Background: an optimization exercise with open tools, aiming at small area, a short achievable clock period and few clock cycles per item. Do not read the settings as production practice.
Where RTL was checked, it was by simulation tests only, not by an equivalence proof against the original.
Power figures rest on the tool's default switching activity, not on a simulated workload.

alpha:
==> flow/design.v <==
package noc_pkg;
    localparam int num_ports   = 4;
    localparam int num_sources = num_ports - 1;
    localparam int fifo_depth  = 8;
    localparam int fifo_ptr_w  = $clog2(fifo_depth);
    localparam int fifo_cnt_w  = fifo_ptr_w + 1;
    typedef logic [7:0] byte_t;
    typedef logic [3:0] node_t;
    typedef logic [1:0] port_t;
    typedef struct packed {
        node_t       src;
        node_t       dest;
        logic [23:0] data;
    } pkt_t;
    function automatic port_t route_port(input int router_id, input node_t dest);
        port_t p;
        p = 2'd0;
        if (router_id == 0) begin
            case (dest)
                4'd0:    p = 2'd0;
                4'd1:    p = 2'd2;
                4'd2:    p = 2'd3;
                default: p = 2'd1;
            endcase
        end else begin
            case (dest)
                4'd3:    p = 2'd0;
                4'd4:    p = 2'd1;
                4'd5:    p = 2'd2;
                default: p = 2'd3;
            endcase
        end
        route_port = p;
    endfunction
    function automatic port_t queue_slot(input port_t arrival, input port_t out_port);
        queue_slot = (arrival < out_port) ? arrival : port_t'(arrival - 2'd1);
    endfunction
    function automatic int dest_count(input int router_id, input int out_port);
        int n;
        n = 0;
        for (int d = 0; d < 16; d++) begin
            if (int'(route_port(router_id, node_t'(d))) == out_port) n = n + 1;
        end
        dest_count = n;
    endfunction
    function automatic int dest_first(input int router_id, input int out_port);
        int f;
        f = 0;
        for (int d = 15; d >= 0; d--) begin
            if (int'(route_port(router_id, node_t'(d))) == out_port) f = d;
        end
        dest_first = f;
    endfunction
endpackage
`timescale 1ns/1ps
module packet_fifo #(
    parameter bit       dest_fixed = 1'b0,
    parameter bit [3:0] dest_value = 4'd0
) (
    input  logic        clock,
    input  logic        reset_n,
    input  logic [31:0] data_in,
    input  logic        write,       
    input  logic        pop,         
    output logic        can_write,   
    output logic        can_read,    
    output logic [31:0] data_out,    
    output logic        nonempty,
    output logic        full,
    output logic        almost_full  
);
    localparam int depth = noc_pkg::fifo_depth;
    localparam int pw    = noc_pkg::fifo_ptr_w;
    logic [pw-1:0] wr_pos;
    logic [pw-1:0] rd_pos;
    logic [pw-1:0] diff;       
    logic          ne_q;       
    logic          full_q;     
    logic          af_q;       
    logic          inc;
    logic          dec;
    assign nonempty    = ne_q;
    assign full        = full_q;
    assign almost_full = af_q;
    assign can_write   = !full_q && (wr_pos[1:0] == 2'd3);
    assign can_read    = ne_q && (rd_pos[1:0] == 2'd3);
    assign diff = rd_pos - wr_pos;
    assign inc = write && !pop;
    assign dec = pop && !write;
    always_ff @(posedge clock, negedge reset_n) begin
        if (!reset_n) begin
            wr_pos <= '0;
            rd_pos <= '0;
            ne_q   <= 1'b0;
            full_q <= 1'b0;
            af_q   <= 1'b0;
        end else begin
            if (!write) wr_pos <= wr_pos + 1'b1;
            if (!pop)   rd_pos <= rd_pos + 1'b1;
            if (inc) begin
                ne_q   <= 1'b1;
                full_q <= af_q;
                af_q   <= (diff == pw'(depth - 2));
            end else if (dec) begin
                ne_q   <= (diff != pw'(1));
                full_q <= 1'b0;
                af_q   <= full_q;
            end
        end
    end
    localparam int sw = dest_fixed ? 28 : 32;
    logic [sw-1:0] ring [depth];
    logic [sw-1:0] din;
    logic [sw-1:0] dout;
    if (dest_fixed) begin : g_fixed
        assign din      = {data_in[31:28], data_in[23:0]};
        assign data_out = {dout[27:24], dest_value, dout[23:0]};
    end else begin : g_stored
        assign din      = data_in;
        assign data_out = dout;
    end
    always_ff @(posedge clock) begin
        for (int i = 0; i < depth; i++) begin
            if (i == 0)
                ring[i] <= (write && wr_pos[2]) ? din : ring[depth - 1];
            else if (i == depth / 2)
                ring[i] <= (write && !wr_pos[2]) ? din : ring[i - 1];
            else
                ring[i] <= ring[i - 1];
        end
    end
    assign dout = rd_pos[2] ? ring[depth - 1] : ring[depth / 2 - 1];
endmodule
`timescale 1ns/1ps
module input_port #(
    parameter int router_id  = 0,
    parameter int port_index = 0
) (
    input  logic  clock,
    input  logic  reset_n,
    input  logic  put_inbound,
    input  noc_pkg::byte_t payload_inbound,
    input  logic [noc_pkg::num_ports-1:0] queue_can_write,    
    input  logic [noc_pkg::num_ports-1:0] queue_full,
    input  logic [noc_pkg::num_ports-1:0] queue_almost_full,
    output logic  free_inbound,
    output logic [31:0] packet,
    output logic [noc_pkg::num_ports-1:0] write               
);
    localparam int np = noc_pkg::num_ports;
    logic [1:0]    cnt;         
    logic [23:0]   upper;       
    logic          held;        
    logic [np-1:0] route;       
    logic [np-1:0] route_new;   
    logic          wr;
    logic          room_new;
    logic          free_q;
    assign free_inbound = free_q;
    always_comb begin
        route_new = '0;
        route_new[noc_pkg::route_port(router_id, upper[19:16])] = 1'b1;
        route_new[port_index] = 1'b0;
    end
    assign wr    = held && |(route & queue_can_write);
    assign write = wr ? route : '0;
    assign room_new = !(|(route_new & queue_full) ||
                        (held && |(route_new & route & queue_almost_full)));
    always_ff @(posedge clock, negedge reset_n) begin
        if (!reset_n) begin
            cnt    <= '0;
            held   <= 1'b0;
            route  <= '0;
            free_q <= 1'b1;
        end else begin
            if (wr) held <= 1'b0;
            if (cnt == 2'd0) begin
                if (put_inbound && free_q) begin
                    cnt    <= 2'd3;
                    free_q <= 1'b0;
                end else begin
                    free_q <= !held || !(|(route & queue_full));
                end
            end else begin
                cnt <= cnt - 1'b1;
                if (cnt == 2'd1) begin
                    if (|route_new) begin
                        held  <= 1'b1;
                        route <= route_new;
                    end
                    free_q <= !(|route_new) || room_new;
                end
            end
        end
    end
    always_ff @(posedge clock) begin
        upper <= {upper[15:0], payload_inbound};
        if (cnt == 2'd1) packet <= {upper, payload_inbound};
    end
endmodule
`timescale 1ns/1ps
module output_port #(
    parameter bit       dest_fixed = 1'b0,
    parameter bit [3:0] dest_value = 4'd0
) (
    input  logic                         clock,
    input  logic                         reset_n,
    input  logic                         free_outbound,
    input  logic [noc_pkg::num_sources-1:0]        queue_nonempty,
    input  logic [noc_pkg::num_sources-1:0]        queue_can_read,
    input  logic [noc_pkg::num_sources-1:0][31:0]  queue_data,
    output logic [noc_pkg::num_sources-1:0]        queue_pop,
    output logic                         put_outbound,
    output noc_pkg::byte_t                        payload_outbound
);
    localparam int ns = noc_pkg::num_sources;
    logic [ns-1:0] last;      
    logic [ns-1:0] pick;      
    logic [31:0]   pick_data;
    logic          fill;
    logic          start;
    logic          pf_valid;
    logic [31:0]   pf;
    logic [1:0]    bcnt;      
    logic          put_q;
    logic [31:0]   tx;
    assign put_outbound     = put_q;
    assign payload_outbound = tx[31:24];
    always_comb begin
        pick = '0;
        for (int k = ns; k >= 1; k--) begin
            for (int j = 0; j < ns; j++) begin
                if (last[j] && queue_nonempty[(j + k) % ns]) begin
                    pick = '0;
                    pick[(j + k) % ns] = 1'b1;
                end
            end
        end
    end
    always_comb begin
        pick_data = '0;
        for (int j = 0; j < ns; j++) pick_data |= pick[j] ? queue_data[j] : 32'h0;
    end
    assign start     = (bcnt == 2'd0) && free_outbound && pf_valid;
    assign fill      = |(pick & queue_can_read) && (!pf_valid || start);
    assign queue_pop = fill ? pick : '0;
    always_ff @(posedge clock, negedge reset_n) begin
        if (!reset_n) begin
            last     <= ns'(1) << (ns - 1);
            pf_valid <= 1'b0;
            bcnt     <= '0;
            put_q    <= 1'b0;
        end else begin
            put_q <= start;
            if (fill) begin
                last     <= pick;
                pf_valid <= 1'b1;
            end else if (start) begin
                pf_valid <= 1'b0;
            end
            if (start)              bcnt <= 2'd3;
            else if (bcnt != 2'd0)  bcnt <= bcnt - 1'b1;
        end
    end
    always_ff @(posedge clock) begin
        if (fill) begin
            pf[31:28] <= pick_data[31:28];
            pf[23:0]  <= pick_data[23:0];
        end
        tx[31:8] <= start ? pf[31:8] : tx[23:0];
        tx[7:0]  <= pf[7:0];
    end
    if (dest_fixed) begin : g_fixed
        assign pf[27:24] = dest_value;
    end else begin : g_stored
        always_ff @(posedge clock) begin
            if (fill) pf[27:24] <= pick_data[27:24];
        end
    end
endmodule
`timescale 1ns/1ps
module noc_router #(
    parameter int router_id = 0
) (
    input  logic                    clock,
    input  logic                    reset_n,
    input  logic  [noc_pkg::num_ports-1:0]   put_inbound,
    input  noc_pkg::byte_t [noc_pkg::num_ports-1:0]   payload_inbound,
    input  logic  [noc_pkg::num_ports-1:0]   free_outbound,
    output logic  [noc_pkg::num_ports-1:0]   free_inbound,
    output logic  [noc_pkg::num_ports-1:0]   put_outbound,
    output noc_pkg::byte_t [noc_pkg::num_ports-1:0]   payload_outbound
);
    localparam int np = noc_pkg::num_ports;
    localparam int ns = noc_pkg::num_sources;
    logic [np-1:0][31:0]   in_packet;
    logic [np-1:0][np-1:0] in_write;
    logic [np-1:0][np-1:0] in_can_write;
    logic [np-1:0][np-1:0] in_full;
    logic [np-1:0][np-1:0] in_almost_full;
    logic [np-1:0][ns-1:0]       q_nonempty;
    logic [np-1:0][ns-1:0]       q_can_read;
    logic [np-1:0][ns-1:0]       q_pop;
    logic [np-1:0][ns-1:0][31:0] q_data;
    for (genvar i = 0; i < np; i++) begin : g_in
        input_port #(
            .router_id  (router_id),
            .port_index (i)
        ) i_input_port (
            .clock             (clock),
            .reset_n           (reset_n),
            .put_inbound       (put_inbound[i]),
            .payload_inbound   (payload_inbound[i]),
            .queue_can_write   (in_can_write[i]),
            .queue_full        (in_full[i]),
            .queue_almost_full (in_almost_full[i]),
            .free_inbound      (free_inbound[i]),
            .packet            (in_packet[i]),
            .write             (in_write[i])
        );
    end
    for (genvar o = 0; o < np; o++) begin : g_out
        localparam bit fixed = (noc_pkg::dest_count(router_id, o) == 1);
        localparam bit [3:0] dval = 4'(noc_pkg::dest_first(router_id, o));
        assign in_can_write[o][o]   = 1'b0;
        assign in_full[o][o]        = 1'b0;
        assign in_almost_full[o][o] = 1'b0;
        for (genvar s = 0; s < ns; s++) begin : g_slot
            localparam int src = (s < o) ? s : s + 1;
            logic full;
            logic almost_full;
            assign in_full[src][o]        = full;
            assign in_almost_full[src][o] = almost_full;
            packet_fifo #(
                .dest_fixed (fixed),
                .dest_value (dval)
            ) i_packet_fifo (
                .clock       (clock),
                .reset_n     (reset_n),
                .data_in     (in_packet[src]),
                .write       (in_write[src][o]),
                .pop         (q_pop[o][s]),
                .can_write   (in_can_write[src][o]),
                .can_read    (q_can_read[o][s]),
                .data_out    (q_data[o][s]),
                .nonempty    (q_nonempty[o][s]),
                .full        (full),
                .almost_full (almost_full)
            );
        end
        output_port #(
            .dest_fixed (fixed),
            .dest_value (dval)
        ) i_output_port (
            .clock            (clock),
            .reset_n          (reset_n),
            .free_outbound    (free_outbound[o]),
            .queue_nonempty   (q_nonempty[o]),
            .queue_can_read   (q_can_read[o]),
            .queue_data       (q_data[o]),
            .queue_pop        (q_pop[o]),
            .put_outbound     (put_outbound[o]),
            .payload_outbound (payload_outbound[o])
        );
    end
endmodule
clock: 5.5 ns
lec_check: 0
abc_clock_period_in_ps: 2500
cap_margin: 20
core_margin: 2
core_utilization: 50
cts_cluster_diameter: 100
cts_cluster_size: 30
setup_slack_margin: 3.0
slew_margin: 20
run.sh (not shown) runs the stock make flow with config.mk's settings and CLKGATE_MAP_FILE= SYNTH_SCRIPT=/design/flow/synth_recipe.tcl, a recipe that flattens the netlist after the stock synthesis.
Having completed the whole flow, alpha delivered a layout that passed the timing, DRC and antenna checks.
Testbench counts of alpha, summed over its fixed seeds: cycles 7,325, items 6,400.
For beta, these inputs were changed with respect to alpha:
--- a/flow/design.v
+++ b/flow/design.v
@@ -73,39 +73,22 @@
     localparam int pw    = noc_pkg::fifo_ptr_w;
     logic [pw-1:0] wr_pos;
     logic [pw-1:0] rd_pos;
-    logic [pw-1:0] diff;       
-    logic          ne_q;       
-    logic          full_q;     
-    logic          af_q;       
-    logic          inc;
-    logic          dec;
-    assign nonempty    = ne_q;
-    assign full        = full_q;
-    assign almost_full = af_q;
-    assign can_write   = !full_q && (wr_pos[1:0] == 2'd3);
-    assign can_read    = ne_q && (rd_pos[1:0] == 2'd3);
-    assign diff = rd_pos - wr_pos;
-    assign inc = write && !pop;
-    assign dec = pop && !write;
+    logic [pw:0]   count;
+    assign nonempty    = (count != '0);
+    assign full        = count[pw];
+    assign almost_full = (count == pw'(depth - 1));
+    assign can_write   = !full && (wr_pos[1:0] == 2'd3);
+    assign can_read    = nonempty && (rd_pos[1:0] == 2'd3);
     always_ff @(posedge clock, negedge reset_n) begin
         if (!reset_n) begin
             wr_pos <= '0;
             rd_pos <= '0;
-            ne_q   <= 1'b0;
-            full_q <= 1'b0;
-            af_q   <= 1'b0;
+            count  <= '0;
         end else begin
             if (!write) wr_pos <= wr_pos + 1'b1;
             if (!pop)   rd_pos <= rd_pos + 1'b1;
-            if (inc) begin
-                ne_q   <= 1'b1;
-                full_q <= af_q;
-                af_q   <= (diff == pw'(depth - 2));
-            end else if (dec) begin
-                ne_q   <= (diff != pw'(1));
-                full_q <= 1'b0;
-                af_q   <= full_q;
-            end
+            if (write && !pop)      count <= count + 1'b1;
+            else if (pop && !write) count <= count - 1'b1;
         end
     end
     localparam int sw = dest_fixed ? 28 : 32;
@@ -267,8 +250,7 @@
             pf[31:28] <= pick_data[31:28];
             pf[23:0]  <= pick_data[23:0];
         end
-        tx[31:8] <= start ? pf[31:8] : tx[23:0];
-        tx[7:0]  <= pf[7:0];
+        tx <= start ? pf : {tx[23:0], 8'h00};
     end
     if (dest_fixed) begin : g_fixed
         assign pf[27:24] = dest_value;
Findings:
Number of cell instances on the worst register-to-register path came out higher on beta than on alpha.
Lower worst setup slack goes to beta over alpha.
Of alpha and beta, the run reporting the lower number of antenna violations at the first check in global routing was alpha.
Cell count (beta vs. alpha) increases by a few percent
Of the two candidates, alpha has the worse hold slack and beta the better one.
Power consumed by the clock network: beta vs alpha, no meaningful difference
Diff alpha and beta: routed wire length lower in alpha
Share of cell area taken by flip-flops and latches, alpha and beta: smaller value in beta
Die: beta bigger than alpha
When the final numbers for alpha and beta were put side by side, the end-of-flow core utilization turned out to be smaller in alpha.
beta against alpha; gate count of the mapped netlist is up by a few percent.
In the metrics for alpha and beta, the one carrying the higher total instance count after detailed placement is beta.
Inverter count: beta vs alpha down about 40%
Between alpha and beta, the flow reports post-place instance area increasing slightly.
Only the layout flow was run in beta; the RTL was not checked for function there.

==> port drivers added, routing unchanged <==
The results above use ideal ports. As a check the final layouts listed here were re-extracted and re-timed, cells and wires unchanged.
Step 1: set_driving_cell puts a clkbuf_16 on clock and a buf_2 on each other input, an assumption about the parent block.
Step 2 adds t to the input delays and takes it off the output delays; t is the mean of the earliest and latest rising clock arrival at the registers after step 1. Input paths then give back, and output paths get back, about the clock's delay inside the block.
Three values: ideal, step 1, step 2; two values: the first two.
run	t, ns	setup WS [ns]	worst setup path at the end	worst slew at a driven data input, ns
alpha	0.874	2.861 / 2.784 / 2.306	input to register	0.07
beta	0.896	2.495 / 2.495 / 1.805	input to register	0.11
After both steps setup and hold are still met in every run listed. For beta, which loses most, drivers alone change the setup slack by 0.000 ns; drivers and shift together by -0.690 ns.
